Source: an optimization exercise on an open RTL-to-GDS flow (aim: small area and a short achievable clock period). Production flows keep margins and buffers that such runs may drop. Only simulation tests tie the RTL to the original design; equivalence was not proved.

==> flow/design.v, too long to show whole: its modules and the start of the top module <==
// module sample_strobe: 26 lines
// module section_sequencer: 25 lines
// module iir_fa: 4 lines
// module iir_ha: 4 lines
// module iir_mul_g: 575 lines
// module iir_mul_f: 1782 lines
// module iir_filter: 150 lines
module iir_filter (
  input  logic                          clk,
  input  logic                          nrst,
  input  logic                          coef_we,
  input  logic [4-1:0]        coef_addr,
  input  logic signed [16-1:0] coef_data,
  input  logic signed [16-1:0]   din,
  output logic signed [21-1:0]  dout
);
  // ...
==> flow/flow/run.sh <==
#!/bin/bash
# The standard layout, with the setup repair asked to leave a margin
# below the clock period so that it sizes the critical paths up.
set -euo pipefail
bash standard.sh SETUP_SLACK_MARGIN=12.9 finish > standard_finish.log 2>&1
==> flow/standard.sh <==
#!/bin/bash
# synth_recipe.tcl (not shown) runs the flow's synth.tcl, then flattens the netlist and writes it again
# the make line also repeats each setting of config.mk as NAME=value (left out here)
make -C /OpenROAD-flow-scripts/flow DESIGN_CONFIG=/design/flow/config.mk WORK_HOME=/design/flow/orfs CLKGATE_MAP_FILE= SYNTH_SCRIPT=/design/flow/synth_recipe.tcl "${@:-finish}"
==> flow/config.mk <==
export PLATFORM = sky130hd
export DESIGN_NAME = iir_filter
export DESIGN_NICKNAME = iir_filter
export VERILOG_FILES = /design/flow/design.v
export SDC_FILE = /design/flow/constraint.sdc
export NUM_CORES = 4
export LEC_CHECK = 0
export ABC_AREA = 1
export CAP_MARGIN = 20
export CORE_MARGIN = 2
export CORE_UTILIZATION = 55
export PLACE_DENSITY = 0.75
export SLEW_MARGIN = 20
export SYNTH_HIERARCHICAL = 1
==> flow/constraint.sdc <==
create_clock -name core_clock -period 20.0 [get_ports {clk}]
set_input_delay 4.0000 -clock core_clock [delete_from_list [all_inputs] [get_ports {clk}]]
set_output_delay 4.0000 -clock core_clock [all_outputs]
set_load 0.01 [all_outputs]
==> run summary, run 1 <==
- Result of the run: complete, no violations
* Cell area after layout: roughly 65,000 µm²
- Data on the critical path is required at its endpoint by 20.39 ns.
* Upper clock frequency limit: 0.143 GHz
- At the end of routability-driven placement, the weighted congestion stood at about 1.1.
* Layout Cells excl Fill: about 8,600
- The highest layer touched by signal routing is met5.
- Multi-input gates account for 66.0% of the area.
- The synthesized netlist devotes approximately 16% of its cell area to compound gates.
- The final layout contains routed wiring with a total length of ~210,000 µm.
- Pins over their slew limit: 0
* Hold-fix buffers at CTS: 0
- Number of input and output port buffers inserted: slightly below 60
- DR DRC count: 0
* Final core utilization: between 60% and 70%
* Cell count of the worst reg-to-reg path: 20
* Detailed Routing Iterations Pass 1: 10
- Post-synthesis sequential area ratio: between 20 and 25%
* Time the worst path needs with I/O delays and setup: 6.98 ns
- By startpoint and endpoint, the worst setup path is classified as reg -> reg.
- There are 498 flip-flops and latches.
- Post-Route M1 WL: 78,100 µm
- In the final layout, the multi-input gates occupy about 43,000 µm².
- The non-clock inverters instantiated in the layout total between 600 and 700.
* Slowest stage cell, crit path: sky130_fd_sc_hd__fa_1
* RSZ-0062 raised after global routing: yes
- In the finished layout, the clock tree contains a buffer count of 78.
* Largest net degree at the start of global routing: about 150
- TritonCTS built the clock tree.
==> run 2: changes to the inputs <==
--- a/flow/config.mk
+++ b/flow/config.mk
@@ -9,6 +9,5 @@
 export CAP_MARGIN = 20
 export CORE_MARGIN = 2
 export CORE_UTILIZATION = 55
-export PLACE_DENSITY = 0.75
 export SLEW_MARGIN = 20
 export SYNTH_HIERARCHICAL = 1
==> run 2 against run 1 <==
  * Non-clock buffer count down 40
  * Final cell count down 0.36%
  * Design area down 0.25%
  * Flip-flop and latch count unchanged
  * First-iteration DRC count down 22%
  * Core utilization down 0.15 points
  * Synthesized cell count unchanged
  * Fmax down 0.14%
  * Clock skew up 0.031 ns
==> run summary, run 2 <==
* Post-detailed-route via-to-cell ratio: 6.19
* Upper clock frequency limit: 0.143 GHz (-0.14%)
- For this run, the leading register cell type out of synthesis is sky130_fd_sc_hd__dfrtp_1.
- Layout cell share with drive strength beyond 1: 8.80%
* Pins over their slew limit: 0 (unchanged)
- The average instance in the mapped netlist occupies between 8 and 9 µm².
- The required time at the worst-slack endpoint came to 20.50 ns (+0.11 ns).
- Cell count of the worst reg-to-reg path: 25 (+25%)
* TritonCTS clock tree: yes
- The routed layout has approximately 53,000 vias.
* Maximum single-stage delay on the critical path: ~0.54 ns
* RSZ-0062 raised after global routing: no
- Counting flops and latches in the post-synthesis netlist gives around 500.
- Counting flops with an async set or reset pin after synthesis yields a share of a little under nine tenths.
- Xor and xnor fraction of the mapped netlist area: a little under an eighth
- The final hold violation count is 0.
- Slew HR: approximately 23%
- Min-delay worst type: reg -> reg
- In this run the standard cell core region covers 107,000 µm².
* Buffers from clock root to sink, at most: 3
- STA classifies the critical path startpoint as a register.
- At the end of the flow, the number of nets in the layout was slightly above 8,000.
- After synthesis, the largest area contributor takes up 22.0% of total cell area.
- The final weighted congestion in routability-driven placement came to 1.03 (-3.2%).
* Crit. End Element: register
- Top library cells by usage in the layout, fill and taps aside: 1,561 x sky130_fd_sc_hd__nand2_1, 764 x sky130_fd_sc_hd__xor2_1, 678 x sky130_fd_sc_hd__o22ai_1
- Setup total negative slack on the finished layout was measured at 0 ns.
* Most frequent cell on the critical path: sky130_fd_sc_hd__fa_1
* CP startpoint: ab[5]
* Slew at the pin closest to its max-slew limit: approximately 1.2 ns
- Clock slew at reported path FFs: ~0.060 ns
- Hold-fix buffers at CTS: 0 (unchanged)
- After floorplanning, the core was divided into 120 placement rows.
- Routed WL per cell: around 25 µm
- Worst Setup Path Type: reg -> reg
- Yosys mapped the design onto between 60 and 70 distinct sky130hd cell types.
* Gr usage total: ~38%
- Post-detailed-placement half-perimeter wirelength: 153,000 µm
- The die covers approximately 110,000 µm².
* Number of enable-type register cells in the synthesized netlist: 66
- Via count of the first global-routing pass: 51,900
* Endpoint arrival time on the critical path: 7.49 ns
* Final period util: between 30% and 40%
- Compound-gate portion of the synthesized area: 15.5% (unchanged)
- Detailed Routing Iterations Pass 1: 6 (-4)
- The tree is rooted in a sky130_fd_sc_hd__clkbuf_16.
- The shortest clock period the worst path allows after layout is 6.99 ns (+0.00950 ns).
- The detail route stage leaves a number of antenna-violating nets equal to 0.
- Multiplexer fraction of the synthesized cell area: 0.340%
- Top Ports: 60
* Registers with the most flip-flops: ab x96, w1 x96, w2 x96
- Once the floorplan was initialized, standard cells occupied a little under three fifths of the core.
* Clock latency on the worst-skew pair: slightly above 0.7 ns
- Ys Warns: 10
* TritonCTS sink count: 498
* Number of input and output port buffers inserted: 59 (unchanged)
* Post-synthesis sequential area ratio: 21.6% (unchanged)
- Synthesis handed over a netlist of roughly 7,200 instances.
* Most common library cell in the layout ignoring fill and taps: sky130_fd_sc_hd__nand2_1
- Area added between synthesis and finish: 9.66%
- The pin count of the biggest net entering global routing came to 121 (-21%).
* Synthesized-area fraction occupied by adder cells: between 20% and 30%
- The residual DRC count is 0 (unchanged).
* Final global-route overflow total: 0
- Counting the buffers created by CTS gives 56.
* Leading cell type by number of instances after synthesis: sky130_fd_sc_hd__nand2_1
- Clock skew on the completed layout was measured at 0.0684 ns.
- Setup-violating endpoint count in the final report: 0
* Critical path fanouts, max: 20
* Routed Wire Length: 215,000 µm (+2.5%)
- Combinational family with the most area after synthesis: adder cells
- Register-to-register setup slack: 13.01 ns
- By count the netlist is led by 1,587 x sky130_fd_sc_hd__nand2_1, 770 x sky130_fd_sc_hd__xor2_1, 678 x sky130_fd_sc_hd__o22ai_1, 666 x sky130_fd_sc_hd__inv_1, 650 x sky130_fd_sc_hd__fa_1.
- In this run the critical register-to-register path is launched from ab[5].
* Cell area after layout: 64,900 µm² (-0.25%)
- Of the total synthesized cell area, the portion taken by AND, OR, NAND and NOR gates is between 10% and 20%.
- The synthesized design spends more area on one cell type than any other, namely sky130_fd_sc_hd__fa_1.
- Chip height: ~330 µm
* Placement Cell Area: 60,500 µm²
- In this run the critical register-to-register path is captured at cur[19].
- The first global-routing pass estimated 319,000 µm of wire.
* Slowest stage cell, crit path: sky130_fd_sc_hd__fa_1
- Initial antenna violation count: 6
- Result of the run: complete, no violations
- Critical path capture point: cur[19]
- CTS H-Tree Depth: 2
- Max cap viols: 0
- The first routing iteration left around 6,000 violations.
* Post-synth design cell area: ~59,000 µm²
* Leading post-synthesis cells by cell area: sky130_fd_sc_hd__fa_1 22%, sky130_fd_sc_hd__dfrtp_1 18%, sky130_fd_sc_hd__xor2_1 11%
* Die W: ~330 µm
[run 2: changes by cell type in the layout (fill, tap and decap cells not counted), moves of 4 or more]
cell / change
sky130_fd_sc_hd__buf_4: -29
sky130_fd_sc_hd__a21oi_2: -4
sky130_fd_sc_hd__clkinv_2: +5
sky130_fd_sc_hd__a21oi_4: +5
sky130_fd_sc_hd__buf_8: -8
sky130_fd_sc_hd__ha_4: -4
sky130_fd_sc_hd__clkinvlp_4: -6
sky130_fd_sc_hd__buf_12: -4
sky130_fd_sc_hd__nor2_4: +4
sky130_fd_sc_hd__nand2_4: +4
sky130_fd_sc_hd__nor2_1: -6
[run 2: worst min path at each step]
stage	start	endpoint	slack [ns]	depth (start not counted)
2_1_floorplan	w1[32]	w1[32]	0.44	2
6_report	w2[39]	w2[7]	0.47	2
5_1_grt	w1[33]	w1[1]	0.49	2
4_1_cts	w2[35]	w2[3]	0.47	2
3_3_place_gp	w1[56]	w1[56]	0.45	2
3_5_place_dp	w1[33]	w1[33]	0.46	2
[run 2: what timing repair did]
item                                   CTS  global route
resized for setup                      111           164
pin swaps                               11            29
endpoints found under the hold margin    0             0
setup endpoints to repair               92            78
gates cloned                            10            21
setup buffers                           30            71
[run 2: stage by stage]
step                      hold WS, ns  setup slack, ns  instances  utilization [%]
after global placement          0.454            11.73       8312             56.6
final                           0.468            13.01       8551             60.7
after global routing            0.485            12.75       8549             60.7
after CTS                       0.471            12.90       8457             59.3
after detailed placement        0.458            11.86       8312             56.6
after floorplan                 0.442            13.88       7240                -
[run 2: final cells by class]
| class | instances | area (µm²) |
|---|---|---|
| Multi-Input combinational cell | 5611 | 43100 |
| Fill cell | 9690 | 42000 |
| Sequential cell | 498 | 12800 |
| Timing Repair Buffer | 249 | 2670 |
| Inverter | 679 | 2630 |
| Tap cell | 1403 | 1760 |
| Clock buffer | 79 | 1600 |
| Clock inverter | 26 | 309 |
| Timing Repair inverter | 4 | 22.5 |
| Antenna cell | 2 | 5.00 |
[run 2: cell families after synthesis]
logic type,after synthesis
compound gates,1597
xor+xnor,805
fa+ha+maj,935
buf+inv,1148
flops,498
mux,18
other cells,3
simple gates,2199
[run 2: metal layers]
layer,up-vias,routed length [µm],global-route usage [%],share of wire [%]
met5,-,41,0,0.019
met3,648,22300,8.89,10
met1,26000,86800,51.0,40
met2,2830,94600,58.2,44
li1,23400,-,-,-
met4,6,11200,15.8,5.2
[run 2: modules after synthesis, one instance, submodules excluded]
| module | cells | times used |
|---|---|---|
| iir_fa | 1 | 647 |
| iir_filter | 2953 | 1 |
| iir_ha | 1 | 109 |
| iir_mul_f | 2277 | 1 |
| iir_mul_g | 1171 | 1 |
| sample_strobe | 28 | 1 |
| section_sequencer | 18 | 1 |
[run 2: worst max-delay path: cells and delay by family (launching register included)]
kind                       cells  cell delay [ns]
AOI/OAI and AO/OA              5             0.91
adders and majority gates      7             3.31
and+or+nand+nor                8             1.06
xor gates and xnor gates       2             0.47
buffers and inverters          3             0.52
DFF                            1             0.47

-- afterwards: timing with drivers on the ports --
No port has a modelled driver above. Below, the same layouts with a new extraction and two added sets of constraints.
Step 1, drivers: a clkbuf_16 drives clk and a buf_2 each remaining input, both assumed.
Step 2 times the ports against the registers' clock, not the clock port: input delays grow and output delays shrink by t, the midpoint of the rising clock arrivals with the driver on.
a / b / c = no drivers / after step 1 / after step 2; a / b = the first two.
run | t, ns | slack for setup (ns) | worst setup path at the end | clock arrival spread, ns
run 1 | 0.736 | 13.019 / 13.019 / 12.741 | input, reset recovery | 0.038 / 0.037
run 2 | 0.756 | 13.009 / 12.931 / 13.009 | register to register | 0.070 / 0.069
After both steps every run listed still meets setup and hold. For run 1, which loses most, drivers alone change the setup slack by 0.000 ns; drivers and shift together by -0.278 ns. Setup slack includes reset recovery checks.
